Background: an optimization exercise with open tools, aiming at a short achievable clock period and few clock cycles. Do not read the settings as production practice.
Only simulation tests tie the RTL to the original design; equivalence was not proved.
The clock port is modelled as an ideal driver; clocking choices that lean on that would not hold on a real chip.
Power figures rest on the tool's default switching activity, not on a simulated workload.

==> design.v <==
`timescale 1ns/1ps
package rv_pkg;
    localparam int xlen       = 32;               
    localparam int reg_addr_w = 5;                
    localparam logic [xlen-1:0] reset_pc = 32'h0000_0000;   
    localparam logic [6:0] opc_op     = 7'b0110011;
    localparam logic [6:0] opc_op_imm = 7'b0010011;
    localparam logic [6:0] opc_lui    = 7'b0110111;
    localparam logic [6:0] opc_auipc  = 7'b0010111;
    localparam logic [6:0] opc_jal    = 7'b1101111;
    localparam logic [6:0] opc_jalr   = 7'b1100111;
    localparam logic [6:0] opc_branch = 7'b1100011;
    localparam logic [6:0] opc_load   = 7'b0000011;
    localparam logic [6:0] opc_store  = 7'b0100011;
    localparam logic [6:0] opc_system = 7'b1110011;    
    localparam int btb_iw = 5;                    
    localparam int btb_tw = 8;                    
endpackage
`timescale 1ns/1ps
module reg_file (
    input  logic                          clk,
    input  logic                          arst_n,
    input  logic [rv_pkg::reg_addr_w-1:0] rs1,
    input  logic [rv_pkg::reg_addr_w-1:0] rs2,
    output logic [rv_pkg::xlen-1:0]       rs1_data,
    output logic [rv_pkg::xlen-1:0]       rs2_data,
    output logic [rv_pkg::xlen-1:0]       x1_data,     
    input  logic                          we,          
    input  logic [rv_pkg::reg_addr_w-1:0] rd,
    input  logic [rv_pkg::xlen-1:0]       wd
);
    logic [rv_pkg::xlen-1:0] regs [0:31];
    logic [31:0]             vld;
    assign regs[0] = '0;
    assign vld[0]  = 1'b0;
    genvar i;
    generate
        for (i = 1; i < 32; i++) begin : g_reg
            always_ff @(posedge clk) begin
                if (we && (rd == i)) regs[i] <= wd;
            end
            always_ff @(posedge clk or negedge arst_n) begin
                if (!arst_n)                 vld[i] <= 1'b0;
                else if (we && (rd == i))    vld[i] <= 1'b1;
            end
        end
    endgenerate
    assign rs1_data = vld[rs1] ? regs[rs1] : '0;
    assign rs2_data = vld[rs2] ? regs[rs2] : '0;
    assign x1_data  = vld[1]   ? regs[1]   : '0;
endmodule
`timescale 1ns/1ps
module fetch_stage (
    input  logic                    clk,
    input  logic                    arst_n,
    input  logic [rv_pkg::xlen-1:0] pc,
    input  logic [rv_pkg::xlen-1:0] x1_data,
    output logic                    pred_taken,
    output logic [rv_pkg::xlen-1:0] pred_target,
    input  logic                    upd_valid,     
    input  logic                    upd_inval,     
    input  logic [rv_pkg::xlen-1:0] upd_pc,
    input  logic                    upd_taken,
    input  logic [rv_pkg::xlen-1:0] upd_target,
    input  logic                    upd_jump,      
    input  logic                    upd_ret        
);
    localparam int n  = 1 << rv_pkg::btb_iw;
    localparam int iw = rv_pkg::btb_iw;
    localparam int tw = rv_pkg::btb_tw;
    logic [n-1:0]    v;
    logic [tw-1:0]   tag  [0:n-1];
    logic [31:1]     tgt  [0:n-1];
    logic [1:0]      ctr  [0:n-1];
    logic [n-1:0]    jmp;
    logic [n-1:0]    ret;
    logic [iw-1:0]   idx;
    logic [tw-1:0]   ptag;
    logic [n-1:0]    sel;       
    logic [n-1:0]    take;      
    logic [31:1]     t;
    logic            r;
    assign idx  = pc[iw+1:2] ^ pc[2*iw+1:iw+2];
    assign ptag = pc[iw+tw+1:iw+2];
    always_comb begin
        for (int i = 0; i < n; i++) begin
            sel[i]  = (idx == i);
            take[i] = v[i] && (tag[i] == ptag) && (jmp[i] || ctr[i][1]);
        end
    end
    always_comb begin
        t = '0;
        r = 1'b0;
        for (int i = 0; i < n; i++) begin
            t = t | ({31{sel[i]}} & tgt[i]);
            r = r | (sel[i] & ret[i]);
        end
    end
    assign pred_taken  = |(sel & take);
    assign pred_target = r ? {x1_data[31:1], 1'b0} : {t, 1'b0};
    logic [iw-1:0]   uidx;
    logic [tw-1:0]   utag;
    logic            uhit;
    logic [1:0]      uctr;
    assign uidx = upd_pc[iw+1:2] ^ upd_pc[2*iw+1:iw+2];
    assign utag = upd_pc[iw+tw+1:iw+2];
    assign uhit = v[uidx] && (tag[uidx] == utag);
    assign uctr = ctr[uidx];
    genvar i;
    generate
        for (i = 0; i < n; i++) begin : g_ent
            always_ff @(posedge clk or negedge arst_n) begin
                if (!arst_n) begin
                    v[i] <= 1'b0;
                end else if (uidx == i) begin
                    if (upd_inval)                    v[i] <= 1'b0;
                    else if (upd_valid && upd_taken)  v[i] <= 1'b1;
                end
            end
            always_ff @(posedge clk) begin
                if (uidx == i && upd_valid) begin
                    if (upd_taken) begin
                        tag[i] <= utag;
                        tgt[i] <= upd_target[31:1];
                        jmp[i] <= upd_jump;
                        ret[i] <= upd_ret;
                        ctr[i] <= !uhit ? 2'b11 : (uctr == 2'b11) ? 2'b11 : uctr + 2'b01;
                    end else if (uhit) begin
                        ctr[i] <= (uctr == 2'b00) ? 2'b00 : uctr - 2'b01;
                    end
                end
            end
        end
    endgenerate
endmodule
`timescale 1ns/1ps
module decode_stage (
    input  logic [31:0] instr,
    input  logic [31:0] pc,
    input  logic        pred_taken,
    input  logic [31:0] pred_target,
    output logic [4:0]  rs1,
    output logic [4:0]  rs2,
    output logic [4:0]  rd,
    output logic        uses_rs1,
    output logic        uses_rs2,
    output logic        rf_we,        
    output logic        is_op,
    output logic        is_load,
    output logic        is_store,
    output logic        is_branch,
    output logic        is_jal,
    output logic        is_jalr,
    output logic        is_ret,       
    output logic        is_sys,
    output logic [31:0] imm_b_op,     
    output logic        sub,
    output logic        sel_add,
    output logic        sel_slt,
    output logic        sel_sltu,
    output logic        sel_sll,
    output logic        sel_sr,
    output logic        sra,
    output logic        sel_xor,
    output logic        sel_or,
    output logic        sel_and,
    output logic        sel_dval,
    output logic [31:0] dval,         
    output logic        beq,
    output logic        bne,
    output logic        blt,
    output logic        bge,
    output logic [31:0] pc4,
    output logic [31:0] target_t,     
    output logic        pred_ok_t,    
    output logic        pred_bad      
);
    logic [6:0]  opc;
    logic [2:0]  f3;
    logic        alt;
    logic        is_opi, is_lui, is_auipc, is_alu;
    logic [31:0] imm_i, imm_s, imm_b, imm_u, imm_j;
    assign opc = instr[6:0];
    assign rd  = instr[11:7];
    assign f3  = instr[14:12];
    assign rs1 = instr[19:15];
    assign rs2 = instr[24:20];
    assign alt = instr[30];
    assign is_op     = (opc == rv_pkg::opc_op);
    assign is_opi    = (opc == rv_pkg::opc_op_imm);
    assign is_lui    = (opc == rv_pkg::opc_lui);
    assign is_auipc  = (opc == rv_pkg::opc_auipc);
    assign is_jal    = (opc == rv_pkg::opc_jal);
    assign is_jalr   = (opc == rv_pkg::opc_jalr);
    assign is_branch = (opc == rv_pkg::opc_branch);
    assign is_load   = (opc == rv_pkg::opc_load);
    assign is_store  = (opc == rv_pkg::opc_store);
    assign is_sys    = (opc == rv_pkg::opc_system);
    assign is_alu    = is_op | is_opi;
    assign is_ret    = is_jalr & (rs1 == 5'd1);
    assign rf_we    = (is_alu | is_lui | is_auipc | is_jal | is_jalr | is_load) & (rd != 5'd0);
    assign uses_rs1 = is_alu | is_jalr | is_branch | is_load | is_store;
    assign uses_rs2 = is_op | is_branch | is_store;
    assign imm_i = {{20{instr[31]}}, instr[31:20]};
    assign imm_s = {{20{instr[31]}}, instr[31:25], instr[11:7]};
    assign imm_b = {{19{instr[31]}}, instr[31], instr[7], instr[30:25], instr[11:8], 1'b0};
    assign imm_u = {instr[31:12], 12'b0};
    assign imm_j = {{11{instr[31]}}, instr[31], instr[19:12], instr[20], instr[30:21], 1'b0};
    assign imm_b_op = is_store ? imm_s : imm_i;
    assign sub      = (is_op & (f3 == 3'b000) & alt) | (is_alu & (f3 == 3'b010 || f3 == 3'b011));
    assign sel_add  = (is_alu & (f3 == 3'b000)) | is_load | is_store;
    assign sel_slt  = is_alu & (f3 == 3'b010);
    assign sel_sltu = is_alu & (f3 == 3'b011);
    assign sel_sll  = is_alu & (f3 == 3'b001);
    assign sel_sr   = is_alu & (f3 == 3'b101);
    assign sra      = alt;
    assign sel_xor  = is_alu & (f3 == 3'b100);
    assign sel_or   = is_alu & (f3 == 3'b110);
    assign sel_and  = is_alu & (f3 == 3'b111);
    assign sel_dval = is_lui | is_auipc | is_jal | is_jalr;
    assign beq = is_branch & (f3 == 3'b000);
    assign bne = is_branch & (f3 == 3'b001);
    assign blt = is_branch & (f3 == 3'b100);
    assign bge = is_branch & (f3 == 3'b101);
    logic [31:0] sum_b, sum_j, sum_u;
    logic        co_b, co_j, co_u;
    logic        ok_b, ok_j;
    rv_adder add_b_i (.a(pc), .b(imm_b), .ci(1'b0), .s(sum_b), .co(co_b));
    rv_adder add_j_i (.a(pc), .b(imm_j), .ci(1'b0), .s(sum_j), .co(co_j));
    assign sum_u = {pc[31:12] + instr[31:12], pc[11:0]};
    assign pc4   = pc + 32'd4;
    assign dval  = is_lui ? imm_u : is_auipc ? sum_u : pc4;
    assign target_t = is_jal ? sum_j : is_branch ? sum_b : pc4;
    rv_sum_eq teq_b_i (.a(pc), .b(imm_b), .k(pred_target), .eq(ok_b));
    rv_sum_eq teq_j_i (.a(pc), .b(imm_j), .k(pred_target), .eq(ok_j));
    assign pred_ok_t = pred_taken & (is_jal ? ok_j : ok_b);
    assign pred_bad  = is_jal ? ~(pred_taken & ok_j) : (~is_branch & ~is_jalr & pred_taken);
endmodule
`timescale 1ns/1ps
module rv_adder (
    input  logic [31:0] a,
    input  logic [31:0] b,
    input  logic        ci,
    output logic [31:0] s,
    output logic        co
);
    logic [6*33-1:0] g;
    logic [6*33-1:0] p;
    assign g[32:0] = {a & b, ci};
    assign p[32:0] = {a ^ b, 1'b0};
    genvar l, i;
    generate
        for (l = 0; l < 5; l++) begin : g_lvl
            for (i = 0; i < 33; i++) begin : g_bit
                if (i < (1 << l)) begin : g_pass
                    assign g[(l+1)*33 + i] = g[l*33 + i];
                    assign p[(l+1)*33 + i] = p[l*33 + i];
                end else begin : g_op
                    assign g[(l+1)*33 + i] = g[l*33 + i] | (p[l*33 + i] & g[l*33 + i - (1 << l)]);
                    assign p[(l+1)*33 + i] = p[l*33 + i] & p[l*33 + i - (1 << l)];
                end
            end
        end
    endgenerate
    assign s  = (a ^ b) ^ g[5*33 +: 32];
    assign co = g[5*33 + 32] | (p[5*33 + 32] & g[5*33]);
endmodule
module rv_sum_eq (
    input  logic [31:0] a,
    input  logic [31:0] b,
    input  logic [31:0] k,
    output logic        eq
);
    logic [31:1] c;     
    assign c[1]    = a[0] & b[0];
    assign c[31:2] = (a[30:1] & b[30:1]) | ((a[30:1] ^ b[30:1]) & ~k[30:1]);
    assign eq      = ((a[31:1] ^ b[31:1] ^ c[31:1]) == k[31:1]);
endmodule
module rv_lt (
    input  logic [31:0] a,
    input  logic [31:0] b,
    output logic        lt
);
    logic [31:0] d;
    logic        co;
    rv_adder sub_i (.a(a), .b(~b), .ci(1'b1), .s(d), .co(co));
    assign lt = (a[31] ^ b[31]) ? a[31] : ~co;
endmodule
module execute_stage (
    input  logic [31:0] e_a,         
    input  logic [31:0] e_b,         
    input  logic [31:0] e_s,         
    input  logic        e_sub,
    input  logic        e_sel_add,
    input  logic        e_sel_slt,
    input  logic        e_sel_sltu,
    input  logic        e_sel_sll,
    input  logic        e_sel_sr,
    input  logic        e_sra,
    input  logic        e_sel_xor,
    input  logic        e_sel_or,
    input  logic        e_sel_and,
    input  logic        e_sel_dval,
    input  logic [31:0] e_dval,
    input  logic [31:0] e_ptgt,
    output logic [31:0] result,
    output logic [31:0] jalr_target,
    output logic        eq,
    output logic        lt,
    output logic        jalr_ok      
);
    logic [31:0] a, b, bx, sum;
    logic        co;
    logic        slt, sltu;
    logic [31:0] sll, sr;
    assign a = e_a;
    assign b = e_b;
    assign bx = b ^ {32{e_sub}};
    rv_adder add_i (.a(a), .b(bx), .ci(e_sub), .s(sum), .co(co));
    assign slt  = (a[31] ^ b[31]) ? a[31] : sum[31];
    assign sltu = ~co;
    assign sll  = a << b[4:0];
    assign sr   = 32'($signed({e_sra & a[31], a}) >>> b[4:0]);
    always_comb begin
        result = ({32{e_sel_add}}  & sum)
               | ({32{e_sel_slt}}  & {31'b0, slt})
               | ({32{e_sel_sltu}} & {31'b0, sltu})
               | ({32{e_sel_sll}}  & sll)
               | ({32{e_sel_sr}}   & sr)
               | ({32{e_sel_xor}}  & (a ^ b))
               | ({32{e_sel_or}}   & (a | b))
               | ({32{e_sel_and}}  & (a & b))
               | ({32{e_sel_dval}} & e_dval);
    end
    assign eq = (e_a == e_s);
    rv_lt lt_i (.a(e_a), .b(e_s), .lt(lt));
    logic [31:0] jt;
    logic        jco;
    rv_adder jadd_i (.a(e_a), .b(e_b), .ci(1'b0), .s(jt), .co(jco));
    rv_sum_eq jeq_i (.a(e_a), .b(e_b), .k(e_ptgt), .eq(jalr_ok));
    assign jalr_target = {jt[31:1], 1'b0};
endmodule
`timescale 1ns/1ps
module memory_stage (
    input  logic        m_load,
    input  logic [31:0] m_res,
    input  logic [31:0] dmem_rdata,
    output logic [31:0] wb_data
);
    assign wb_data = m_load ? dmem_rdata : m_res;
endmodule
`timescale 1ns/1ps
module rv_core (
    input  logic                    clk,
    input  logic                    arst_n,
    output logic [rv_pkg::xlen-1:0] imem_addr,
    input  logic [rv_pkg::xlen-1:0] imem_rdata,
    output logic [rv_pkg::xlen-1:0] dmem_addr,
    output logic [rv_pkg::xlen-1:0] dmem_wdata,
    output logic                    dmem_we,
    input  logic [rv_pkg::xlen-1:0] dmem_rdata,
    output logic                    halt
);
    logic [31:0] pc;
    logic        pred_taken;
    logic [31:0] pred_target;
    logic        fd_valid;
    logic [31:0] fd_instr;
    logic [31:0] fd_pc;
    logic        fd_pt;
    logic [31:0] fd_ptgt;
    logic [4:0]  d_rs1, d_rs2, d_rd;
    logic        d_uses_rs1, d_uses_rs2, d_rf_we;
    logic        d_is_op, d_is_load, d_is_store, d_is_branch, d_is_jal, d_is_jalr, d_is_ret, d_is_sys;
    logic [31:0] d_imm_b_op;
    logic        d_sub, d_sel_add, d_sel_slt, d_sel_sltu, d_sel_sll, d_sel_sr, d_sra;
    logic        d_sel_xor, d_sel_or, d_sel_and, d_sel_dval;
    logic [31:0] d_dval;
    logic        d_beq, d_bne, d_blt, d_bge;
    logic [31:0] d_pc4, d_target_t;
    logic        d_pred_ok_t, d_pred_bad;
    logic [31:0] rf_rs1, rf_rs2, x1_data;
    logic [31:0] d_rs1v, d_rs2v;
    logic        d_fa, d_fb, d_fs;
    logic        stall;
    logic        e_valid;
    logic [31:0] e_a, e_b, e_s;
    logic [4:0]  e_rd;
    logic        e_rf_we, e_load, e_store, e_branch, e_jal, e_jalr, e_ret, e_sys;
    logic        e_sub, e_sel_add, e_sel_slt, e_sel_sltu, e_sel_sll, e_sel_sr, e_sra;
    logic        e_sel_xor, e_sel_or, e_sel_and, e_sel_dval;
    logic [31:0] e_dval;
    logic        e_beq, e_bne, e_blt, e_bge;
    logic [31:0] e_pc, e_pc4, e_target_t, e_ptgt;
    logic        e_pt;
    logic [31:0] x_result, x_jalr_target;
    logic        x_eq, x_lt, x_br_taken, x_jalr_ok;
    logic        d_next_valid;
    logic        e_m_eq1, e_m_eq0, e_m_lt1, e_m_lt0, e_m_oth, e_m_jalr;
    logic        e_alt_pc4, e_rt_dyn;
    logic        mispredict, sys_e, flush;
    logic [31:0] redirect_pc;
    logic [31:0] m_res;
    logic [31:0] m_store_data;
    logic        m_we;
    logic [4:0]  m_rd;
    logic        m_load;
    logic        m_store;
    logic        halt_r;
    logic [31:0] m_wd;
    logic        u_valid, u_inval, u_taken, u_jump, u_ret;
    logic [31:0] u_pc, u_target;
    assign imem_addr = pc;
    fetch_stage fetch_i (
        .clk         (clk),
        .arst_n      (arst_n),
        .pc          (pc),
        .x1_data     (x1_data),
        .pred_taken  (pred_taken),
        .pred_target (pred_target),
        .upd_valid   (u_valid),
        .upd_inval   (u_inval),
        .upd_pc      (u_pc),
        .upd_taken   (u_taken),
        .upd_target  (u_target),
        .upd_jump    (u_jump),
        .upd_ret     (u_ret)
    );
    always_ff @(posedge clk or negedge arst_n) begin
        if (!arst_n) begin
            pc <= rv_pkg::reset_pc;
        end else if (flush) begin
            pc <= redirect_pc;
        end else if (!stall) begin
            pc <= pred_taken ? pred_target : pc + 32'd4;
        end
    end
    always_ff @(posedge clk or negedge arst_n) begin
        if (!arst_n) begin
            fd_valid <= 1'b0;
        end else if (flush || halt_r) begin
            fd_valid <= 1'b0;
        end else if (!stall) begin
            fd_valid <= 1'b1;
        end
    end
    always_ff @(posedge clk) begin
        if (!stall) begin
            fd_instr <= imem_rdata;
            fd_pc    <= pc;
            fd_pt    <= pred_taken;
            fd_ptgt  <= pred_target;
        end
    end
    decode_stage decode_i (
        .instr       (fd_instr),
        .pc          (fd_pc),
        .pred_taken  (fd_pt),
        .pred_target (fd_ptgt),
        .rs1         (d_rs1),
        .rs2         (d_rs2),
        .rd          (d_rd),
        .uses_rs1    (d_uses_rs1),
        .uses_rs2    (d_uses_rs2),
        .rf_we       (d_rf_we),
        .is_op       (d_is_op),
        .is_load     (d_is_load),
        .is_store    (d_is_store),
        .is_branch   (d_is_branch),
        .is_jal      (d_is_jal),
        .is_jalr     (d_is_jalr),
        .is_ret      (d_is_ret),
        .is_sys      (d_is_sys),
        .imm_b_op    (d_imm_b_op),
        .sub         (d_sub),
        .sel_add     (d_sel_add),
        .sel_slt     (d_sel_slt),
        .sel_sltu    (d_sel_sltu),
        .sel_sll     (d_sel_sll),
        .sel_sr      (d_sel_sr),
        .sra         (d_sra),
        .sel_xor     (d_sel_xor),
        .sel_or      (d_sel_or),
        .sel_and     (d_sel_and),
        .sel_dval    (d_sel_dval),
        .dval        (d_dval),
        .beq         (d_beq),
        .bne         (d_bne),
        .blt         (d_blt),
        .bge         (d_bge),
        .pc4         (d_pc4),
        .target_t    (d_target_t),
        .pred_ok_t   (d_pred_ok_t),
        .pred_bad    (d_pred_bad)
    );
    reg_file reg_file_i (
        .clk      (clk),
        .arst_n   (arst_n),
        .rs1      (d_rs1),
        .rs2      (d_rs2),
        .rs1_data (rf_rs1),
        .rs2_data (rf_rs2),
        .x1_data  (x1_data),
        .we       (m_we),
        .rd       (m_rd),
        .wd       (m_wd)
    );
    assign d_rs1v = (m_we && (m_rd == d_rs1)) ? m_wd : rf_rs1;
    assign d_rs2v = (m_we && (m_rd == d_rs2)) ? m_wd : rf_rs2;
    assign d_fa = e_valid && e_rf_we && (e_rd == d_rs1);
    assign d_fb = d_is_op && e_valid && e_rf_we && (e_rd == d_rs2);
    assign d_fs = e_valid && e_rf_we && (e_rd == d_rs2);
    assign stall = fd_valid && e_valid && e_load && e_rf_we &&
                   ((d_uses_rs1 && (e_rd == d_rs1)) || (d_uses_rs2 && (e_rd == d_rs2)));
    assign d_next_valid = fd_valid && !stall && !flush;
    always_ff @(posedge clk or negedge arst_n) begin
        if (!arst_n) begin
            e_valid  <= 1'b0;
            e_m_eq1  <= 1'b0;
            e_m_eq0  <= 1'b0;
            e_m_lt1  <= 1'b0;
            e_m_lt0  <= 1'b0;
            e_m_oth  <= 1'b0;
            e_m_jalr <= 1'b0;
        end else begin
            e_valid  <= d_next_valid;
            e_m_eq1  <= d_next_valid && ((d_beq && !d_pred_ok_t) || (d_bne && fd_pt));
            e_m_eq0  <= d_next_valid && ((d_beq && fd_pt) || (d_bne && !d_pred_ok_t));
            e_m_lt1  <= d_next_valid && ((d_blt && !d_pred_ok_t) || (d_bge && fd_pt));
            e_m_lt0  <= d_next_valid && ((d_blt && fd_pt) || (d_bge && !d_pred_ok_t));
            e_m_oth  <= d_next_valid && (d_pred_bad ||
                                         (d_is_branch && !(d_beq || d_bne || d_blt || d_bge) && fd_pt) ||
                                         (d_is_jalr && !fd_pt));
            e_m_jalr <= d_next_valid && d_is_jalr && fd_pt;
        end
    end
    always_ff @(posedge clk) begin
        e_a         <= d_fa ? x_result : d_rs1v;
        e_b         <= d_fb ? x_result : d_is_op ? d_rs2v : d_imm_b_op;
        e_s         <= d_fs ? x_result : d_rs2v;
        e_rd        <= d_rd;
        e_rf_we     <= d_rf_we;
        e_load      <= d_is_load;
        e_store     <= d_is_store;
        e_branch    <= d_is_branch;
        e_jal       <= d_is_jal;
        e_jalr      <= d_is_jalr;
        e_ret       <= d_is_ret;
        e_sys       <= d_is_sys;
        e_sub       <= d_sub;
        e_sel_add   <= d_sel_add;
        e_sel_slt   <= d_sel_slt;
        e_sel_sltu  <= d_sel_sltu;
        e_sel_sll   <= d_sel_sll;
        e_sel_sr    <= d_sel_sr;
        e_sra       <= d_sra;
        e_sel_xor   <= d_sel_xor;
        e_sel_or    <= d_sel_or;
        e_sel_and   <= d_sel_and;
        e_sel_dval  <= d_sel_dval;
        e_dval      <= d_dval;
        e_beq       <= d_beq;
        e_bne       <= d_bne;
        e_blt       <= d_blt;
        e_bge       <= d_bge;
        e_pc        <= fd_pc;
        e_pc4       <= d_pc4;
        e_target_t  <= d_target_t;
        e_ptgt      <= fd_ptgt;
        e_pt        <= fd_pt;
        e_alt_pc4   <= d_is_branch && fd_pt && d_pred_ok_t;
        e_rt_dyn    <= d_is_branch && fd_pt && !d_pred_ok_t;
    end
    execute_stage execute_i (
        .e_a        (e_a),
        .e_b        (e_b),
        .e_s        (e_s),
        .e_sub      (e_sub),
        .e_sel_add  (e_sel_add),
        .e_sel_slt  (e_sel_slt),
        .e_sel_sltu (e_sel_sltu),
        .e_sel_sll  (e_sel_sll),
        .e_sel_sr   (e_sel_sr),
        .e_sra      (e_sra),
        .e_sel_xor  (e_sel_xor),
        .e_sel_or   (e_sel_or),
        .e_sel_and  (e_sel_and),
        .e_sel_dval (e_sel_dval),
        .e_dval     (e_dval),
        .e_ptgt      (e_ptgt),
        .result      (x_result),
        .jalr_target (x_jalr_target),
        .eq          (x_eq),
        .lt          (x_lt),
        .jalr_ok     (x_jalr_ok)
    );
    assign x_br_taken = (e_beq && x_eq) || (e_bne && !x_eq) || (e_blt && x_lt) || (e_bge && !x_lt);
    assign mispredict = e_m_oth || (x_eq ? e_m_eq1 : e_m_eq0) || (x_lt ? e_m_lt1 : e_m_lt0) ||
                        (e_m_jalr && !x_jalr_ok);
    assign sys_e       = e_valid && e_sys;
    assign flush       = mispredict || sys_e;
    assign redirect_pc = e_jalr ? x_jalr_target :
                         (e_alt_pc4 || (e_rt_dyn && !x_br_taken)) ? e_pc4 : e_target_t;
    always_ff @(posedge clk) begin
        m_res        <= x_result;
        m_store_data <= e_s;
        m_rd         <= e_rd;
        m_load       <= e_load;
    end
    always_ff @(posedge clk or negedge arst_n) begin
        if (!arst_n) begin
            m_we    <= 1'b0;
            m_store <= 1'b0;
            halt_r  <= 1'b0;
        end else begin
            m_we    <= e_valid && e_rf_we;
            m_store <= e_valid && e_store;
            halt_r  <= halt_r || sys_e;
        end
    end
    always_ff @(posedge clk or negedge arst_n) begin
        if (!arst_n) begin
            u_valid <= 1'b0;
            u_inval <= 1'b0;
        end else begin
            u_valid <= e_valid && (e_branch || e_jal || e_jalr);
            u_inval <= e_valid && e_pt && !(e_branch || e_jal || e_jalr);
        end
    end
    always_ff @(posedge clk) begin
        u_pc     <= e_pc;
        u_taken  <= e_jal || e_jalr || x_br_taken;
        u_target <= e_jalr ? x_jalr_target : e_target_t;
        u_jump   <= e_jal || e_jalr;
        u_ret    <= e_ret;
    end
    memory_stage memory_i (
        .m_load     (m_load),
        .m_res      (m_res),
        .dmem_rdata (dmem_rdata),
        .wb_data    (m_wd)
    );
    assign dmem_addr  = m_res;
    assign dmem_wdata = m_store_data;
    assign dmem_we    = m_store;
    assign halt = halt_r || (sys_e && !m_store);
endmodule
==> run.sh <==
#!/bin/bash
# synth_recipe.tcl (not shown) runs the flow's synth.tcl, then flattens the netlist and writes it again
# the make line also repeats each setting of config.mk as NAME=value (left out here)
make -C /OpenROAD-flow-scripts/flow DESIGN_CONFIG=/design/flow/config.mk WORK_HOME=/design/flow/orfs CLKGATE_MAP_FILE= SYNTH_SCRIPT=/design/flow/synth_recipe.tcl finish
==> config.mk <==
export PLATFORM = sky130hd
export DESIGN_NAME = rv_core
export DESIGN_NICKNAME = rv_core
export VERILOG_FILES = /design/flow/design.v
export SDC_FILE = /design/flow/constraint.sdc
export NUM_CORES = 4
export LEC_CHECK = 0
export ABC_CLOCK_PERIOD_IN_PS = 2700
export CAP_MARGIN = 20
export CORE_MARGIN = 2
export CORE_UTILIZATION = 40
export CTS_CLUSTER_SIZE = 30
export PLACE_DENSITY = 0.5
export SETUP_SLACK_MARGIN = 5
export SLEW_MARGIN = 20
export TNS_END_PERCENT = 100
==> constraint.sdc <==
create_clock -name core_clock -period 7.7 [get_ports {clk}]
set_input_delay 1.5400 -clock core_clock [delete_from_list [all_inputs] [get_ports {clk}]]
set_output_delay 1.5400 -clock core_clock [all_outputs]
set_load 0.01 [all_outputs]
==> run summary, run 1 <==
via count=117000; worst r2r src=pc[7]$_DFFE_PN0P_; maximum clock frequency=225 MHz; post-synthesis register bit count=2955; max cap viols=0; Post-synth EDFFs=2464; Synth Flop Type=edfxtp_1; vias in the first global route=108000; RSZ-0062 raised after global routing=true; antenna violations before repair=58; Multi-input gate area=0.0557 sq mm; Die Height=581 um; met2 Resource Use GR=59.1%; largest net degree at the start of global routing=64; top cell type's share of synthesized area=55.6%; clock slew at reported path FFs=0.06 ns; ranking of synthesized cells by area=edfxtp_1, dfxtp_1, a22oi_1; GRT Total Usage=42.5%; Routed Antenna Nets=0; # DRC=0; DR WL/cell=45.5 um; clk sinks=2955; end point of the critical path=pc[31]$_DFFE_PN0P_; worst vdd ir=354 uV; crit end category=flop; Clock Skews=0.0969 ns; Startpoint Class=flop; most frequent cell after synthesis=edfxtp_1; DRT iter0 DRCs=23600; Port-buffer cells=163; hpwl dp=444000 um; Tmin final=4.45 ns; HP Class=reg -> reg; Hold Vio Cnt, Final=0; die area=0.337 sq mm; total congestion overflow=0; hold_buf cts=0; post-route setup TNS=0 ns; Cell variety after synth=96; Post-synth ARST share=3.65%; routability cong.=0.990; Post-Synthesis Cells=10300; Crit Path Class=reg -> reg; CTS Buffer Depth=4; IO Pins=164; clock latency on the worst-skew pair=1.00 ns; Area growth syn-to-layout=34.9%; synth warn=8; worst path required time=8.53 ns; post-synthesis sequential area ratio=63.4%; commonest cells in the synthesized netlist=edfxtp_1, a22oi_1, nand2_1; initial core utilization=40.2%; Slew Viols, Final=0; htree depth=5; setup violators final=0; worst-margin pin slew=1.18 ns; Mapped Area=0.133 sq mm; fin crit share=57.8%; fin util=54.2%; CTS tree=yes; Core Area=0.331 sq mm; drt via density=7.10; row count=211; Post-Route WL=751000 um; synthesized net count=10500; worst-case reg-to-reg path depth=15; Leakage Power=64.0 nW; reg2reg end=pc[31]$_DFFE_PN0P_; Synth area leader=edfxtp_1; pwr/cell area=336 mW/mm^2; layout cells sized above 1=33.2%; Avg Cell Area, Syn=12.9 sq um; Worst Path Arrival=5.28 ns; met1 global-route usage=56.6%; Max FO, Critical Path=6; status=timing/DRC/antenna clean; met3 GRT Util=16.8%; DRT Pass-1 Iters=14; Die X=581 um; Final #Nets=12100; Layout fillers=27200; first-pass GRT wire length=976000 um; Critical Path Source=pc[7]$_DFFE_PN0P_; FF+latch area=0.0848 sq mm; FF-to-FF setup slack=3.25 ns; clk root buf=clkbuf_16; Inserted Clock Buffers=330; Most Used Layer, Global Route=met2; relative slew slack=21.1%
## flip-flops by register name (all words and copies together) (netlist names), 64 cells and up
register and count:
fetch_i.tgt 992, reg_file_i.regs 992, fetch_i.tag 256, fetch_i.ctr 64
## worst max-delay path, stage by stage (launching register included)
cell and delay [ns]:
dfrtp_2 0.48, buf_12 0.16, xor2_4 0.15, buf_12 0.17, buf_6 0.13, buf_12 0.11
nand3_4 0.13, nor2_4 0.06, buf_8 0.12, a222oi_1 0.64, and4_1 0.31, nand4_1 0.57
mux2_4 0.54, mux2_4 0.27, o22a_1 0.20, o221a_2 0.22
## worst min-delay path by stage
stage          slack [ns]             start  cells after the start               end
3_5_place_dp         0.31  e_pc[10]$_DFF_P_                      0  u_pc[10]$_DFF_P_
2_1_floorplan        0.31  e_pc[10]$_DFF_P_                      0  u_pc[10]$_DFF_P_
3_3_place_gp         0.31  e_pc[14]$_DFF_P_                      0  u_pc[14]$_DFF_P_
4_1_cts              0.28  e_pc[11]$_DFF_P_                      0  u_pc[11]$_DFF_P_
5_1_grt              0.30  e_pc[11]$_DFF_P_                      0  u_pc[11]$_DFF_P_
6_report             0.26  e_pc[11]$_DFF_P_                      0  u_pc[11]$_DFF_P_
## kinds of logic after synthesis
family                     after synthesis  synth area share [%]
DFF                                   2955                  63.4
AOI/OAI and AO/OA                     2865                  15.7
and+or+nand+nor                       2386                  8.68
buffers and inverters                  948                  2.81
xor gates and xnor gates               557                  3.73
muxes                                  387                  3.88
adders and majority gates              191                  1.83
## layout make-up
type                            instances  area share, %
Sequential cell                      2955           47.2
Multi-Input combinational cell       6393           31.1
Timing Repair Buffer                 1879           12.0
Clock buffer                          419           4.98
Tap cell                             4366           3.04
Clock inverter                        180          0.983
Inverter                              265          0.591
Antenna cell                           29         0.0404
Timing Repair inverter                  3         0.0153
## where the power goes
group | total [mW] | switching (mW) | internal, mW
Clock | 16.0 | 6.95 | 9.06
Sequential | 19.3 | 0.904 | 18.4
Combinational | 24.9 | 14.7 | 10.2
Total | 60.2 | 22.6 | 37.6
## cells in the final DEF (no fill, tap or decap), drive strengths merged, types with 111 or more instances in the layout
master and instances:
edfxtp 2464, buf 1750, a22oi 929, nand2 659
nor2 503, clkbuf 439, a21oi 439, dfxtp 383
nand3 348, xnor2 306, inv 273, o21ai 263
xor2 252, a221oi 230, nor3 216, mux2i 190
a22o 187, ha 185, nand4 169, clkinv 127
a222oi 116, and3 116, nor4 111
## timing repair
action                                  4_1_cts  5_1_grt
cloned                                       76       23
setup buffers                               897      291
endpoints found under the setup margin     2175      990
endpoints found under the hold margin         0        0
resized for setup                          2414      565
pin swaps                                   480      317
## metrics by stage
| stage | std cells | worst slack [ns] | area (sq um) | hold WS [ns] | total power, mW |
|---|---|---|---|---|---|
| after detailed placement | 14600 | 2.12 | 144000 | 0.312 | 34.6 |
| final | 16500 | 3.25 | 179000 | 0.261 | 60.2 |
| after CTS | 16100 | 3.50 | 174000 | 0.281 | 57.4 |
| after global placement | 14600 | 2.19 | 144000 | 0.313 | 34.5 |
| after floorplan | 10300 | 4.22 | 136000 | 0.309 | 27.4 |
| after global routing | 16500 | 3.37 | 179000 | 0.295 | 60.8 |
## routing by layer
| layer | vias up | part of all wire (%) |
|---|---|---|
| met5 | - | 0.065 |
| met4 | 46 | 7.3 |
| met3 | 2719 | 16 |
| met2 | 11200 | 40 |
| met1 | 59300 | 37 |
| li1 | 43800 | - |
Testbench counts, summed over its fixed seeds: cycles 554,098.
==> inputs of run 2 (changes only) <==
--- a/design.v
+++ b/design.v
@@ -15,4 +15,6 @@
     localparam logic [6:0] opc_system = 7'b1110011;    
-    localparam int btb_iw = 5;                    
-    localparam int btb_tw = 8;                    
+    localparam int btb_tw = 8;
+    function automatic logic [4:0] btb_index(input logic [31:0] a);
+        btb_index = a[6:2] + a[11:7];
+    endfunction
 endpackage
@@ -56,2 +58,3 @@
     input  logic [rv_pkg::xlen-1:0] pc,
+    input  logic [31:0]             sel,           
     input  logic [rv_pkg::xlen-1:0] x1_data,
@@ -59,2 +62,3 @@
     output logic [rv_pkg::xlen-1:0] pred_target,
+    output logic [31:0]             pred_sel,      
     input  logic                    upd_valid,     
@@ -62,2 +66,3 @@
     input  logic [rv_pkg::xlen-1:0] upd_pc,
+    input  logic [31:0]             upd_sel,       
     input  logic                    upd_taken,
@@ -67,4 +72,3 @@
 );
-    localparam int n  = 1 << rv_pkg::btb_iw;
-    localparam int iw = rv_pkg::btb_iw;
+    localparam int n  = 32;
     localparam int tw = rv_pkg::btb_tw;
@@ -73,2 +77,3 @@
     logic [31:1]     tgt  [0:n-1];
+    logic [4:0]      tidx [0:n-1];
     logic [1:0]      ctr  [0:n-1];
@@ -76,13 +81,11 @@
     logic [n-1:0]    ret;
-    logic [iw-1:0]   idx;
     logic [tw-1:0]   ptag;
-    logic [n-1:0]    sel;       
     logic [n-1:0]    take;      
     logic [31:1]     t;
+    logic [4:0]      ti;
     logic            r;
-    assign idx  = pc[iw+1:2] ^ pc[2*iw+1:iw+2];
-    assign ptag = pc[iw+tw+1:iw+2];
+    logic [4:0]      x1_idx;
+    assign ptag = pc[tw+6:7];
     always_comb begin
         for (int i = 0; i < n; i++) begin
-            sel[i]  = (idx == i);
             take[i] = v[i] && (tag[i] == ptag) && (jmp[i] || ctr[i][1]);
@@ -91,12 +94,15 @@
     always_comb begin
-        t = '0;
-        r = 1'b0;
+        t  = '0;
+        ti = '0;
+        r  = 1'b0;
         for (int i = 0; i < n; i++) begin
-            t = t | ({31{sel[i]}} & tgt[i]);
-            r = r | (sel[i] & ret[i]);
+            t  = t  | ({31{sel[i]}} & tgt[i]);
+            ti = ti | ({5{sel[i]}}  & tidx[i]);
+            r  = r  | (sel[i] & ret[i]);
         end
     end
+    assign x1_idx      = rv_pkg::btb_index(x1_data);
     assign pred_taken  = |(sel & take);
     assign pred_target = r ? {x1_data[31:1], 1'b0} : {t, 1'b0};
-    logic [iw-1:0]   uidx;
+    assign pred_sel    = 32'b1 << (r ? x1_idx : ti);
     logic [tw-1:0]   utag;
@@ -104,6 +110,13 @@
     logic [1:0]      uctr;
-    assign uidx = upd_pc[iw+1:2] ^ upd_pc[2*iw+1:iw+2];
-    assign utag = upd_pc[iw+tw+1:iw+2];
-    assign uhit = v[uidx] && (tag[uidx] == utag);
-    assign uctr = ctr[uidx];
+    logic [4:0]      utidx;
+    assign utag  = upd_pc[tw+6:7];
+    assign utidx = rv_pkg::btb_index(upd_target);
+    always_comb begin
+        uhit = 1'b0;
+        uctr = '0;
+        for (int i = 0; i < n; i++) begin
+            uhit = uhit | (upd_sel[i] & v[i] & (tag[i] == utag));
+            uctr = uctr | ({2{upd_sel[i]}} & ctr[i]);
+        end
+    end
     genvar i;
@@ -114,3 +127,3 @@
                     v[i] <= 1'b0;
-                end else if (uidx == i) begin
+                end else if (upd_sel[i]) begin
                     if (upd_inval)                    v[i] <= 1'b0;
@@ -120,11 +133,12 @@
             always_ff @(posedge clk) begin
-                if (uidx == i && upd_valid) begin
+                if (upd_sel[i] && upd_valid) begin
                     if (upd_taken) begin
-                        tag[i] <= utag;
-                        tgt[i] <= upd_target[31:1];
-                        jmp[i] <= upd_jump;
-                        ret[i] <= upd_ret;
-                        ctr[i] <= !uhit ? 2'b11 : (uctr == 2'b11) ? 2'b11 : uctr + 2'b01;
+                        tag[i]  <= utag;
+                        tgt[i]  <= upd_target[31:1];
+                        tidx[i] <= utidx;
+                        jmp[i]  <= upd_jump;
+                        ret[i]  <= upd_ret;
+                        ctr[i]  <= !uhit ? 2'b11 : (uctr == 2'b11) ? 2'b11 : uctr + 2'b01;
                     end else if (uhit) begin
-                        ctr[i] <= (uctr == 2'b00) ? 2'b00 : uctr - 2'b01;
+                        ctr[i]  <= (uctr == 2'b00) ? 2'b00 : uctr - 2'b01;
                     end
@@ -174,2 +188,4 @@
     output logic [31:0] target_t,     
+    output logic [4:0]  idx_t,        
+    output logic [4:0]  idx_pc4,      
     output logic        pred_ok_t,    
@@ -225,6 +241,5 @@
     logic [31:0] sum_b, sum_j, sum_u;
-    logic        co_b, co_j, co_u;
     logic        ok_b, ok_j;
-    rv_adder add_b_i (.a(pc), .b(imm_b), .ci(1'b0), .s(sum_b), .co(co_b));
-    rv_adder add_j_i (.a(pc), .b(imm_j), .ci(1'b0), .s(sum_j), .co(co_j));
+    assign sum_b = pc + imm_b;
+    assign sum_j = pc + imm_j;
     assign sum_u = {pc[31:12] + instr[31:12], pc[11:0]};
@@ -233,2 +248,9 @@
     assign target_t = is_jal ? sum_j : is_branch ? sum_b : pc4;
+    logic [11:0] lo_b, lo_j, lo_4;
+    assign lo_b    = pc[11:0] + imm_b[11:0];
+    assign lo_j    = pc[11:0] + imm_j[11:0];
+    assign lo_4    = pc[11:0] + 12'd4;
+    assign idx_pc4 = rv_pkg::btb_index({20'b0, lo_4});
+    assign idx_t   = is_jal ? rv_pkg::btb_index({20'b0, lo_j}) :
+                     is_branch ? rv_pkg::btb_index({20'b0, lo_b}) : idx_pc4;
     rv_sum_eq teq_b_i (.a(pc), .b(imm_b), .k(pred_target), .eq(ok_b));
@@ -239,30 +261,2 @@
 `timescale 1ns/1ps
-module rv_adder (
-    input  logic [31:0] a,
-    input  logic [31:0] b,
-    input  logic        ci,
-    output logic [31:0] s,
-    output logic        co
-);
-    logic [6*33-1:0] g;
-    logic [6*33-1:0] p;
-    assign g[32:0] = {a & b, ci};
-    assign p[32:0] = {a ^ b, 1'b0};
-    genvar l, i;
-    generate
-        for (l = 0; l < 5; l++) begin : g_lvl
-            for (i = 0; i < 33; i++) begin : g_bit
-                if (i < (1 << l)) begin : g_pass
-                    assign g[(l+1)*33 + i] = g[l*33 + i];
-                    assign p[(l+1)*33 + i] = p[l*33 + i];
-                end else begin : g_op
-                    assign g[(l+1)*33 + i] = g[l*33 + i] | (p[l*33 + i] & g[l*33 + i - (1 << l)]);
-                    assign p[(l+1)*33 + i] = p[l*33 + i] & p[l*33 + i - (1 << l)];
-                end
-            end
-        end
-    endgenerate
-    assign s  = (a ^ b) ^ g[5*33 +: 32];
-    assign co = g[5*33 + 32] | (p[5*33 + 32] & g[5*33]);
-endmodule
 module rv_sum_eq (
@@ -283,6 +277,3 @@
 );
-    logic [31:0] d;
-    logic        co;
-    rv_adder sub_i (.a(a), .b(~b), .ci(1'b1), .s(d), .co(co));
-    assign lt = (a[31] ^ b[31]) ? a[31] : ~co;
+    assign lt = $signed(a) < $signed(b);
 endmodule
@@ -311,12 +302,12 @@
 );
-    logic [31:0] a, b, bx, sum;
-    logic        co;
+    logic [31:0] a, b, sum, diff;
     logic        slt, sltu;
     logic [31:0] sll, sr;
+    logic [31:0] others;
     assign a = e_a;
     assign b = e_b;
-    assign bx = b ^ {32{e_sub}};
-    rv_adder add_i (.a(a), .b(bx), .ci(e_sub), .s(sum), .co(co));
-    assign slt  = (a[31] ^ b[31]) ? a[31] : sum[31];
-    assign sltu = ~co;
+    assign sum  = a + b;
+    assign diff = a - b;
+    assign slt  = $signed(a) < $signed(b);
+    assign sltu = a < b;
     assign sll  = a << b[4:0];
@@ -324,6 +315,3 @@
     always_comb begin
-        result = ({32{e_sel_add}}  & sum)
-               | ({32{e_sel_slt}}  & {31'b0, slt})
-               | ({32{e_sel_sltu}} & {31'b0, sltu})
-               | ({32{e_sel_sll}}  & sll)
+        others = ({32{e_sel_sll}}  & sll)
                | ({32{e_sel_sr}}   & sr)
@@ -334,2 +322,9 @@
     end
+    always_comb begin
+        result = ({32{e_sel_add & ~e_sub}} & sum)
+               | ({32{e_sel_add &  e_sub}} & diff)
+               | ({32{e_sel_slt}}  & {31'b0, slt})
+               | ({32{e_sel_sltu}} & {31'b0, sltu})
+               | others;
+    end
     assign eq = (e_a == e_s);
@@ -337,4 +332,3 @@
     logic [31:0] jt;
-    logic        jco;
-    rv_adder jadd_i (.a(e_a), .b(e_b), .ci(1'b0), .s(jt), .co(jco));
+    assign jt = e_a + e_b;
     rv_sum_eq jeq_i (.a(e_a), .b(e_b), .k(e_ptgt), .eq(jalr_ok));
@@ -364,4 +358,13 @@
     logic [31:0] pc;
+    logic [31:0] sel;            
     logic        pred_taken;
     logic [31:0] pred_target;
+    logic [31:0] pred_sel;
+    logic [31:0] seq_sel;
+    logic [31:0] redirect_sel;
+    logic [4:0]  d_idx_t, d_idx_pc4;
+    logic [4:0]  e_idx_pc4, e_idx_tt;
+    logic        redirect_to_pc4;
+    logic        j_pend;             
+    logic [31:0] j_tgt;              
     logic        fd_valid;
@@ -412,2 +415,3 @@
     logic [31:0] u_pc, u_target;
+    logic [31:0] u_sel;
     assign imem_addr = pc;
@@ -417,2 +421,3 @@
         .pc          (pc),
+        .sel         (sel),
         .x1_data     (x1_data),
@@ -420,2 +425,3 @@
         .pred_target (pred_target),
+        .pred_sel    (pred_sel),
         .upd_valid   (u_valid),
@@ -423,2 +429,3 @@
         .upd_pc      (u_pc),
+        .upd_sel     (u_sel),
         .upd_taken   (u_taken),
@@ -428,9 +435,16 @@
     );
+    assign seq_sel = (pc[6:2] == 5'd31) ? {sel[29:0], sel[31:30]} : {sel[30:0], sel[31]};
     always_ff @(posedge clk or negedge arst_n) begin
         if (!arst_n) begin
-            pc <= rv_pkg::reset_pc;
+            pc  <= rv_pkg::reset_pc;
+            sel <= 32'b1 << rv_pkg::btb_index(rv_pkg::reset_pc);
         end else if (flush) begin
-            pc <= redirect_pc;
+            pc  <= redirect_pc;
+            sel <= redirect_sel;
+        end else if (j_pend) begin
+            pc  <= j_tgt;
+            sel <= 32'b1 << rv_pkg::btb_index(j_tgt);
         end else if (!stall) begin
-            pc <= pred_taken ? pred_target : pc + 32'd4;
+            pc  <= pred_taken ? pred_target : pc + 32'd4;
+            sel <= pred_taken ? pred_sel : seq_sel;
         end
@@ -440,3 +454,3 @@
             fd_valid <= 1'b0;
-        end else if (flush || halt_r) begin
+        end else if (flush || j_pend || halt_r) begin
             fd_valid <= 1'b0;
@@ -492,2 +506,4 @@
         .target_t    (d_target_t),
+        .idx_t       (d_idx_t),
+        .idx_pc4     (d_idx_pc4),
         .pred_ok_t   (d_pred_ok_t),
@@ -570,2 +586,4 @@
         e_pt        <= fd_pt;
+        e_idx_pc4   <= d_idx_pc4;
+        e_idx_tt    <= d_idx_t;
         e_alt_pc4   <= d_is_branch && fd_pt && d_pred_ok_t;
@@ -601,4 +619,15 @@
     assign flush       = mispredict || sys_e;
-    assign redirect_pc = e_jalr ? x_jalr_target :
-                         (e_alt_pc4 || (e_rt_dyn && !x_br_taken)) ? e_pc4 : e_target_t;
+    assign redirect_to_pc4 = e_alt_pc4 || (e_rt_dyn && !x_br_taken);
+    assign redirect_pc     = redirect_to_pc4 ? e_pc4 : e_target_t;
+    assign redirect_sel    = 32'b1 << (redirect_to_pc4 ? e_idx_pc4 : e_idx_tt);
+    always_ff @(posedge clk or negedge arst_n) begin
+        if (!arst_n) begin
+            j_pend <= 1'b0;
+        end else begin
+            j_pend <= mispredict && e_jalr;
+        end
+    end
+    always_ff @(posedge clk) begin
+        j_tgt <= x_jalr_target;
+    end
     always_ff @(posedge clk) begin
@@ -631,2 +660,3 @@
         u_pc     <= e_pc;
+        u_sel    <= 32'b1 << rv_pkg::btb_index(e_pc);
         u_taken  <= e_jal || e_jalr || x_br_taken;
==> flow/run.sh (new file) <==
#!/bin/bash
# The standard layout (standard.sh: the standard synthesis and ORFS's
# flow), with two changes to how ORFS places and sizes cells:
#  - the port buffers buffer_ports adds are sky130_fd_sc_hd__buf_4 rather than
#    the resizer's own pick (clkdlybuf4s50_1, a slow delay buffer);
#  - timing repair may resize a cell to one of another footprint
#    (MATCH_CELL_FOOTPRINT=0), so it is not held to the family synthesis chose.
# make's whole output goes to flow_make.log here; ORFS's per-step logs are
# under orfs/logs.
set -euo pipefail
cd "$(dirname "$0")/.."
bash standard.sh "BUFFER_PORTS_ARGS=-buffer_cell sky130_fd_sc_hd__buf_4" MATCH_CELL_FOOTPRINT=0 finish > flow_make.log 2>&1
==> standard.sh (new file) <==
#!/bin/bash
# synth_recipe.tcl (not shown) runs the flow's synth.tcl, then flattens the netlist and writes it again
# the make line also repeats each setting of config.mk as NAME=value (left out here)
make -C /OpenROAD-flow-scripts/flow DESIGN_CONFIG=/design/flow/config.mk WORK_HOME=/design/flow/orfs CLKGATE_MAP_FILE= SYNTH_SCRIPT=/design/flow/synth_recipe.tcl "${@:-finish}"
removed: run.sh
==> run summary, run 2 <==
Startpoint Class=flop; Final #Nets=12100 (+0.17%); final worst slack=3.72 ns (+0.473 ns); post-synthesis sequential area ratio=64.4% (+0.97 points); most frequent cell after synthesis=edfxtp_1; Routed Antenna Nets=0 (unchanged); Area growth syn-to-layout=29.0%; post-synthesis register bit count=3216 (+8.8%); relative slew slack=16.3% (-4.8 points); CTS Buffer Depth=4 (unchanged); Die Height=600 um (+3.3%); crit end category=flop; GRT Total Usage=39.3% (-3.2 points); commonest non-fill, non-tap cell in the layout=edfxtp_1; hpwl dp=427000 um (-3.9%); Crit Path Class=reg -> reg; Hold Vio Cnt, Final=0 (unchanged); Clk pwr share=23.6% (-3.0 points); htree depth=5 (unchanged); fin util=51.9% (-2.4 points); first-pass GRT wire length=962000 um (-1.4%); Avg Cell Area, Syn=13.4 sq um (+3.6%); FF-to-FF setup slack=3.72 ns (+0.47 ns); worst vdd ir=650 uV (+84%); Port-buffer cells=163 (unchanged); synth warn=10 (+2); Cell variety after synth=89 (-7.3%); CP most frequent cell=buf_12; CTS tree=yes; synthesized net count=10900 (+3.3%); Core Area=0.353 sq mm (+6.7%); layout cells sized above 1=29.8% (-3.4 points); pre-CTS setup slack=1.57 ns (-0.546 ns); worst path required time=8.52 ns (about the same); DRT iter0 DRCs=22100 (-6.5%); Worst Path Arrival=4.80 ns (-0.48 ns); initial core utilization=40.2% (about the same); Inserted Clock Buffers=356 (+7.9%); pwr/cell area=409 mW/mm^2 (+22%); P_sw=30.5 mW (+35%); die area=0.360 sq mm (+6.6%); CP max-delay cell=or3_4; antenna violations before repair=68 (+17%); setup violators final=0 (unchanged); Combinational Power Share=44.9% (+3.6 points); Clock Skews=0.0870 ns (-0.00989 ns); clk root buf=clkbuf_16; final std cells w/o fill=16900 (+2.3%); maximum clock frequency=251 MHz (+12%); RSZ-0062 raised after global routing=true; clk sinks=3216 (+8.8%); switching share of power=40.7% (+3.2 points); power share of the sequential group=31.5% (-0.6 points); IO Pins=164 (unchanged); drt via density=6.95 (-2.1%); Synth Flop Type=edfxtp_1; Post-synth EDFFs=2624 (+6.5%); DR WL/cell=43.5 um (-4.4%); row count=218 (+3.3%); Die X=600 um (+3.3%); Slew Viols, Final=0 (unchanged); Synth area leader=edfxtp_1; commonest cells in the synthesized netlist=edfxtp_1, a22oi_1, xnor2_1; clock latency on the worst-skew pair=1.00 ns (about the same); largest net degree at the start of global routing=64 (unchanged); Power Internal=44.4 mW (+18%); max cap viols=0 (unchanged); delay-heaviest family, CP=simple AND/OR/NAND/NOR gates; top flop regs=fetch_i.tgt: 992 flops, reg_file_i.regs: 992 flops, fetch_i.tag: 256 flops; top cell type's share of synthesized area=55.5% (-0.089 points); DRT Pass-1 Iters=12 (-2); # DRC=0 (unchanged); post-route setup TNS=0 ns (unchanged); vias in the first global route=108000 (+0.74%); via count=117000 (+0.18%); critical-path cell list=buf_12 -> clkinv_16 -> ha_4 -> xor2_1 -> xnor2_1 -> nor4_2 -> nand4_1 -> o41ai_4 -> nand4_4 -> or2_4 -> or3_4 -> buf_12 -> o22ai_4 -> a21oi_2; Post-Synthesis Cells=10600 (+3.0%); ranking of synthesized cells by area=edfxtp_1, dfxtp_1, a22oi_1; HP Class=reg -> reg; Tmin final=3.98 ns (-0.473 ns); status=timing/DRC/antenna clean; Leakage Power=63.6 nW (-0.62%); commonest cells after routing, fill and taps aside=edfxtp_1, buf_4, a22oi_1, xnor2_1, clkbuf_16; fin crit share=51.7% (-6.1 points); total congestion overflow=0 (unchanged); hold_buf cts=0 (unchanged); clock slew at reported path FFs=0.06 ns (about the same); WP buf/inv=3 (-2); Mapped Area=0.142 sq mm (+6.7%); worst-margin pin slew=1.26 ns (+0.0721 ns); Max FO, Critical Path=7 (+1); Largest stage delay, worst path=0.50 ns (-0.14 ns); Post-Route WL=734000 um (-2.2%); placed insts=15200 (+4.1%); Post-synth ARST share=4.38% (+0.73 points); routability cong.=0.971 (-1.9%)
==> run 2: metal layers <==
layer  GRT usage, %  vias to the layer above  wire length [um]
met5          0.856                        -               983
li1               -                    44500                 -
met1           53.2                    60100            278000
met2           55.7                    10300            300000
met4           18.7                       57             46800
met3           14.1                     2352            109000
==> run 2: repair_timing <==
| action | 4_1_cts | 5_1_grt |
|---|---|---|
| buffers inserted | 708 | 211 |
| pin swaps | 350 | 253 |
| endpoints found under the setup margin | 1775 | 722 |
| gates cloned | 64 | 22 |
| hold endpoints to repair | 0 | 0 |
| resized for setup | 1798 | 474 |
==> run 2: cells by family (layout without fill, tap and decap cells) <==
group	after synthesis	after routing	share of synthesized area [%]
mux	316	316	2.98
simple gates	2113	2126	7.44
buf+inv	977	2469	2.72
flops	3216	3216	64.4
other cells	0	36	0
xor+xnor	834	834	5.15
compound gates	2913	2917	15.3
fa+ha+maj	228	228	2.08
==> run 2: worst paths after layout <==
path,from,cells after the start,to
max,e_b[3]$_DFF_P_,14,pc[4]$_DFFE_PN0P_
min,e_pc[14]$_DFF_P_,0,u_pc[14]$_DFF_P_
max reg2reg,e_b[3]$_DFF_P_,14,pc[4]$_DFFE_PN0P_
min reg2reg,e_pc[14]$_DFF_P_,0,u_pc[14]$_DFF_P_
max in group asynchronous,arst_n,2,reg_file_i.vld[1]$_DFFE_PN0P_
min in group asynchronous,arst_n,1,fetch_i.v[27]$_DFFE_PN0P_
==> run 2: power by group through the flow <==
stage	Combinational, mW	Sequential, mW	Clock [mW]
after floorplan	10.6	23.1	0
after global placement	20.8	24.6	0
after detailed placement	20.8	24.6	0
after CTS	29.8	23.6	17.7
after global routing	34.1	23.7	18.4
final	33.7	23.6	17.6
==> run 2: per-stage QoR <==
stage	total power, mW	hold slack, ns	instance area (sq um)
detailed placement	45.4	0.323	151000
CTS	71.1	0.333	179000
finish	74.9	0.331	183000
global route	76.1	0.339	183000
global placement	45.3	0.317	151000
floorplan	33.7	0.309	143000
==> run 2: area by class of cell <==
cell class / count / area (sq um)
clock inverter: 184 / 2070
sequential: 3216 / 91800
fill: 29800 / 170000
clock buffer: 470 / 9760
multi-input combinational: 6421 / 55500
timing repair inverter: 4 / 37.5
inverter: 279 / 1110
timing repair buffer: 1532 / 16800
tap: 4730 / 5920
antenna: 36 / 90.1
==> run 2: worst reg2reg max path: cells and delay by family (launching register included) <==
family | cells | cell delay (ns)
and+or+nand+nor | 5 | 1.61
AOI/OAI and AO/OA | 3 | 0.62
xor gates and xnor gates | 2 | 0.57
buffers and inverters | 3 | 0.39
DFF | 1 | 0.37
adders and majority gates | 1 | 0.32
Testbench counts of run 2, summed over its fixed seeds: cycles 559,043.
==> inputs of run 3 (changes only) <==
--- a/design.v
+++ b/design.v
@@ -155,2 +155,9 @@
     input  logic [31:0] pred_target,
+    input  logic [31:0] sum_b,        
+    input  logic [31:0] sum_j,        
+    input  logic [31:0] sum_u,        
+    input  logic [31:0] sum_4,        
+    input  logic [4:0]  idx_b,        
+    input  logic [4:0]  idx_j,
+    input  logic [4:0]  idx_4,
     output logic [4:0]  rs1,
@@ -240,4 +247,28 @@
     assign bge = is_branch & (f3 == 3'b101);
-    logic [31:0] sum_b, sum_j, sum_u;
-    logic        ok_b, ok_j;
+    logic ok_b, ok_j;
+    assign pc4      = sum_4;
+    assign dval     = is_lui ? imm_u : is_auipc ? sum_u : sum_4;
+    assign target_t = is_jal ? sum_j : is_branch ? sum_b : sum_4;
+    assign idx_pc4  = idx_4;
+    assign idx_t    = is_jal ? idx_j : is_branch ? idx_b : idx_4;
+    assign ok_b      = (sum_b[31:1] == pred_target[31:1]);
+    assign ok_j      = (sum_j[31:1] == pred_target[31:1]);
+    assign pred_ok_t = pred_taken & (is_jal ? ok_j : ok_b);
+    assign pred_bad  = is_jal ? ~(pred_taken & ok_j) : (~is_branch & ~is_jalr & pred_taken);
+endmodule
+module fetch_sums (
+    input  logic [31:0] instr,
+    input  logic [31:0] pc,
+    output logic [31:0] sum_b,
+    output logic [31:0] sum_j,
+    output logic [31:0] sum_u,
+    output logic [31:0] sum_4,
+    output logic [4:0]  idx_b,
+    output logic [4:0]  idx_j,
+    output logic [4:0]  idx_4
+);
+    logic [31:0] imm_b, imm_j;
+    logic [11:0] lo_b, lo_j, lo_4;
+    assign imm_b = {{19{instr[31]}}, instr[31], instr[7], instr[30:25], instr[11:8], 1'b0};
+    assign imm_j = {{11{instr[31]}}, instr[31], instr[19:12], instr[20], instr[30:21], 1'b0};
     assign sum_b = pc + imm_b;
@@ -245,16 +276,9 @@
     assign sum_u = {pc[31:12] + instr[31:12], pc[11:0]};
-    assign pc4   = pc + 32'd4;
-    assign dval  = is_lui ? imm_u : is_auipc ? sum_u : pc4;
-    assign target_t = is_jal ? sum_j : is_branch ? sum_b : pc4;
-    logic [11:0] lo_b, lo_j, lo_4;
-    assign lo_b    = pc[11:0] + imm_b[11:0];
-    assign lo_j    = pc[11:0] + imm_j[11:0];
-    assign lo_4    = pc[11:0] + 12'd4;
-    assign idx_pc4 = rv_pkg::btb_index({20'b0, lo_4});
-    assign idx_t   = is_jal ? rv_pkg::btb_index({20'b0, lo_j}) :
-                     is_branch ? rv_pkg::btb_index({20'b0, lo_b}) : idx_pc4;
-    rv_sum_eq teq_b_i (.a(pc), .b(imm_b), .k(pred_target), .eq(ok_b));
-    rv_sum_eq teq_j_i (.a(pc), .b(imm_j), .k(pred_target), .eq(ok_j));
-    assign pred_ok_t = pred_taken & (is_jal ? ok_j : ok_b);
-    assign pred_bad  = is_jal ? ~(pred_taken & ok_j) : (~is_branch & ~is_jalr & pred_taken);
+    assign sum_4 = pc + 32'd4;
+    assign lo_b  = pc[11:0] + imm_b[11:0];
+    assign lo_j  = pc[11:0] + imm_j[11:0];
+    assign lo_4  = pc[11:0] + 12'd4;
+    assign idx_b = rv_pkg::btb_index({20'b0, lo_b});
+    assign idx_j = rv_pkg::btb_index({20'b0, lo_j});
+    assign idx_4 = rv_pkg::btb_index({20'b0, lo_4});
 endmodule
@@ -374,2 +398,6 @@
     logic [31:0] fd_ptgt;
+    logic [31:0] f_sum_b, f_sum_j, f_sum_u, f_sum_4;
+    logic [4:0]  f_idx_b, f_idx_j, f_idx_4;
+    logic [31:0] fd_sum_b, fd_sum_j, fd_sum_u, fd_sum_4;
+    logic [4:0]  fd_idx_b, fd_idx_j, fd_idx_4;
     logic [4:0]  d_rs1, d_rs2, d_rd;
@@ -412,2 +440,3 @@
     logic        halt_r;
+    logic        halt_q;         
     logic [31:0] m_wd;
@@ -447,3 +476,3 @@
         end else if (!stall) begin
-            pc  <= pred_taken ? pred_target : pc + 32'd4;
+            pc  <= pred_taken ? pred_target : f_sum_4;
             sel <= pred_taken ? pred_sel : seq_sel;
@@ -460,4 +489,22 @@
     end
+    fetch_sums fsums_i (
+        .instr (imem_rdata),
+        .pc    (pc),
+        .sum_b (f_sum_b),
+        .sum_j (f_sum_j),
+        .sum_u (f_sum_u),
+        .sum_4 (f_sum_4),
+        .idx_b (f_idx_b),
+        .idx_j (f_idx_j),
+        .idx_4 (f_idx_4)
+    );
     always_ff @(posedge clk) begin
         if (!stall) begin
+            fd_sum_b <= f_sum_b;
+            fd_sum_j <= f_sum_j;
+            fd_sum_u <= f_sum_u;
+            fd_sum_4 <= f_sum_4;
+            fd_idx_b <= f_idx_b;
+            fd_idx_j <= f_idx_j;
+            fd_idx_4 <= f_idx_4;
             fd_instr <= imem_rdata;
@@ -473,2 +520,9 @@
         .pred_target (fd_ptgt),
+        .sum_b       (fd_sum_b),
+        .sum_j       (fd_sum_j),
+        .sum_u       (fd_sum_u),
+        .sum_4       (fd_sum_4),
+        .idx_b       (fd_idx_b),
+        .idx_j       (fd_idx_j),
+        .idx_4       (fd_idx_4),
         .rs1         (d_rs1),
@@ -643,2 +697,3 @@
             halt_r  <= 1'b0;
+            halt_q  <= 1'b0;
         end else begin
@@ -647,2 +702,4 @@
             halt_r  <= halt_r || sys_e;
+            halt_q  <= halt_q || sys_e ||
+                       (d_next_valid && d_is_sys && !(e_valid && e_store));
         end
@@ -675,3 +732,3 @@
     assign dmem_we    = m_store;
-    assign halt = halt_r || (sys_e && !m_store);
+    assign halt = halt_q;
 endmodule
==> flow/run.sh (replaced) <==
#!/bin/bash
# The standard layout (standard.sh: the standard synthesis and ORFS's
# flow), with three changes to how ORFS places and sizes cells:
#  - the port buffers buffer_ports adds are sky130_fd_sc_hd__buf_4 rather than
#    the resizer's own pick (clkdlybuf4s50_1, a slow delay buffer);
#  - timing repair may resize a cell to one of another footprint
#    (MATCH_CELL_FOOTPRINT=0), so it is not held to the family synthesis chose;
#  - after clock tree synthesis, flow/post_cts.tcl runs four more rounds of the
#    flow's own setup repair before the design is routed.
# make's whole output goes to flow_make.log here; ORFS's per-step logs are
# under orfs/logs.
set -euo pipefail
cd "$(dirname "$0")/.."
bash standard.sh "BUFFER_PORTS_ARGS=-buffer_cell sky130_fd_sc_hd__buf_4" MATCH_CELL_FOOTPRINT=0 \
    "POST_CTS_TCL=$(pwd)/flow/post_cts.tcl" finish > flow_make.log 2>&1
==> flow/post_cts.tcl (new file) <==
# Sourced by ORFS's cts.tcl after its own timing repair (POST_CTS_TCL).
# Four more setup repair rounds on the clocked placement, then legalize.
# Same constraints and margins as the flow's own repair (repair_timing_helper).
log_cmd estimate_parasitics -placement
repair_timing_helper -setup
repair_timing_helper -setup
repair_timing_helper -setup
repair_timing_helper -setup
set result [catch { detailed_placement } msg]
if { $result != 0 } {
  error "Detailed placement failed after the extra repair: $msg"
}
check_placement -verbose
log_cmd estimate_parasitics -placement
report_worst_slack -max
==> run summary, run 3 <==
setup violators final=0 (unchanged); drt via density=6.93 (-0.30%); synthesized net count=10800 (-0.85%); worst-margin pin slew=1.29 ns (+0.0345 ns); Compound-Gate Fraction of Synth Area=14.7% (-0.60 points); critical-path cell list=ha_4 -> fa_2 -> a211o_1 -> a211oi_4 -> o31ai_4 -> a2111oi_4 -> nor3_2 -> nor2_2 -> mux2i_2 -> xnor2_2 -> a221o_1 -> o21a_1 -> a21o_1; post-synthesis register bit count=3327 (+3.5%); commonest cells in the synthesized netlist=edfxtp_1, a22oi_1, nor2_1; Clock Skews=0.0917 ns (+0.00467 ns); Synth area leader=edfxtp_1; Post-Synthesis Cells=10500 (-0.85%); first-pass GRT wire length=983000 um (+2.2%); Synth Flop Type=edfxtp_1; Hold Vio Cnt, Final=0 (unchanged); worst path required time=8.57 ns (+0.05 ns); Die Height=604 um (+0.68%); # DRC=0 (unchanged); Port-buffer cells=163 (unchanged); Avg Cell Area, Syn=13.7 sq um (+2.2%); final worst slack=3.85 ns (+0.127 ns); Leakage Power=66.4 nW (+4.5%); Startpoint Class=flop; largest family of logic cells by synthesized area=compound AO/OA/AOI/OAI gates; die area=0.364 sq mm (+1.4%); Slew Viols, Final=0 (unchanged); max cap viols=0 (unchanged); xor/xnor share of the synthesized area=5.09% (-0.057 points); maximum clock frequency=260 MHz (+3.3%); worst r2r src=e_b[0]$_DFF_P_; clock latency on the worst-skew pair=1.02 ns (+0.02 ns); Mapped Area=0.144 sq mm (+1.4%); via count=118000 (+0.65%); worst-case reg-to-reg path depth=13 (-1); worst hold endpoint=u_ret$_DFF_P_; Cell variety after synth=84 (-5.6%); total congestion overflow=0 (unchanged); CTS tree=yes; Final #Nets=12200 (+0.86%); row count=220 (+0.92%); HP Class=reg -> reg; clk sinks=3327 (+3.5%); worst vdd ir=491 uV (-25%); ranking of synthesized cells by area=edfxtp_1, dfxtp_1, a22oi_1; Post-Synth Adder-Cell Area=2.02% (-0.065 points); routability cong.=1.01 (+3.6%); multiplexer share of the synthesized area=2.85% (-0.13 points); FF-to-FF setup slack=3.85 ns (+0.13 ns); largest net degree at the start of global routing=111 (+73%); top cell type's share of synthesized area=57.1% (+1.5 points); crit end category=flop; status=timing/DRC/antenna clean; Max FO, Critical Path=4 (-3); Synth Area in Simple Gates=7.03% (-0.41 points); post-synthesis sequential area ratio=65.8% (+1.4 points); reg2reg end=e_b[14]$_DFF_P_; clock slew at reported path FFs=0.06 ns (about the same); DRT Pass-1 Iters=10 (-2); Post-synth EDFFs=2734 (+4.2%); placed insts=15200 (-0.086%); final std cells w/o fill=17000 (+0.95%); Crit Path Class=reg -> reg; Die X=604 um (+0.68%); Post-synth ARST share=4.27% (-0.12 points); post-route setup TNS=0 ns (unchanged); Post-Route WL=752000 um (+2.4%); synth warn=10 (unchanged); DRT iter0 DRCs=22600 (+2.0%); top flop regs=fetch_i.tgt: 992 flops, reg_file_i.regs: 992 flops, fetch_i.tag: 256 flops; CP max-delay cell=a2111oi_4; WP buf/inv=0 (-3); pwr/cell area=369 mW/mm^2 (-9.7%)
[run 3: cell type report]
cell class	instances	area (sq um)
Antenna cell	32	80.1
Clock buffer	467	9910
Clock inverter	208	1780
Fill cell	29900	170000
Inverter	254	1050
Multi-Input combinational cell	6267	54800
Sequential cell	3327	95200
Tap cell	4773	5970
Timing Repair Buffer	1700	19200
Timing Repair inverter	4	36.3
[run 3: stage by stage]
step           util [%]  hold WS (ns)
2_1_floorplan         -         0.310
3_3_place_gp       42.8         0.313
3_5_place_dp       42.8         0.314
5_1_grt            52.4         0.338
6_report           52.5         0.325
[run 3: where the power goes]
part / switching (mW) / total, mW / internal [mW]
logic: 16.8 / 27.4 / 10.6
clock network: 7.69 / 17.5 / 9.80
registers: 2.01 / 24.6 / 22.6
total: 26.5 / 69.5 / 43.0
[run 3: kinds of logic after synthesis]
kind of cell | Yosys count
buf+inv | 931
flops | 3327
mux | 321
compound gates | 2810
fa+ha+maj | 225
xor+xnor | 836
simple gates | 2057
[run 3: worst register-to-register path, cell delays in order (launching register included)]
cell,delay [ns]
dfxtp_4,0.38
ha_4,0.18
fa_2,0.41
a211o_1,0.34
a211oi_4,0.32
o31ai_4,0.12
a2111oi_4,0.46
nor3_2,0.08
nor2_2,0.25
mux2i_2,0.15
xnor2_2,0.22
a221o_1,0.43
o21a_1,0.22
a21o_1,0.16
[run 3: how the worst max path moves through the flow]
stage,depth (start not counted),slack [ns],start,endpoint
after floorplan,13,3.50,imem_rdata[21],fd_sum_j[29]$_DFFE_PN_
after global placement,10,2.31,fd_instr[18]$_DFFE_PN_,e_a[26]$_DFF_P_
after detailed placement,14,2.41,e_b[2]$_DFF_P_,sel[8]$_DFFE_PN0P_
after global routing,13,3.81,e_b[0]$_DFF_P_,e_b[20]$_DFF_P_
final,13,3.85,e_b[0]$_DFF_P_,e_b[14]$_DFF_P_
[run 3: metal layers]
metal / routed length [um] / vias to the layer above / track usage (%) / share of wire [%]
met2: 306000 / 10300 / 55.9 / 41
met5: 786 / - / 0.489 / 0.10
met4: 51300 / 69 / 20.5 / 6.8
met1: 284000 / 60500 / 53.4 / 38
li1: - / 44500 / - / -
met3: 110000 / 2602 / 14.4 / 15
Testbench counts of run 3, summed over its fixed seeds: cycles 559,043.

[separate check: timing with driven ports]
The results above use ideal ports. As a check the final layouts listed here were re-extracted and re-timed, cells and wires unchanged. Step 1, drivers: a clkbuf_16 drives clk and a buf_2 each remaining input, both assumed. Step 2 times the ports against the registers' clock, not the clock port: input delays grow and output delays shrink by t, the midpoint of the rising clock arrivals with the driver on. a / b / c = ideal / step 1 / step 2; a / b = the first two.
run | shift t [ns] | setup slack, ns
run 1 | 1.065 | 3.248 / 3.248 / 3.248
run 2 | 1.059 | 3.722 / 3.722 / 3.722
run 3 | 1.100 | 3.848 / 3.848 / 3.091
After both steps setup and hold are still met in every run listed.
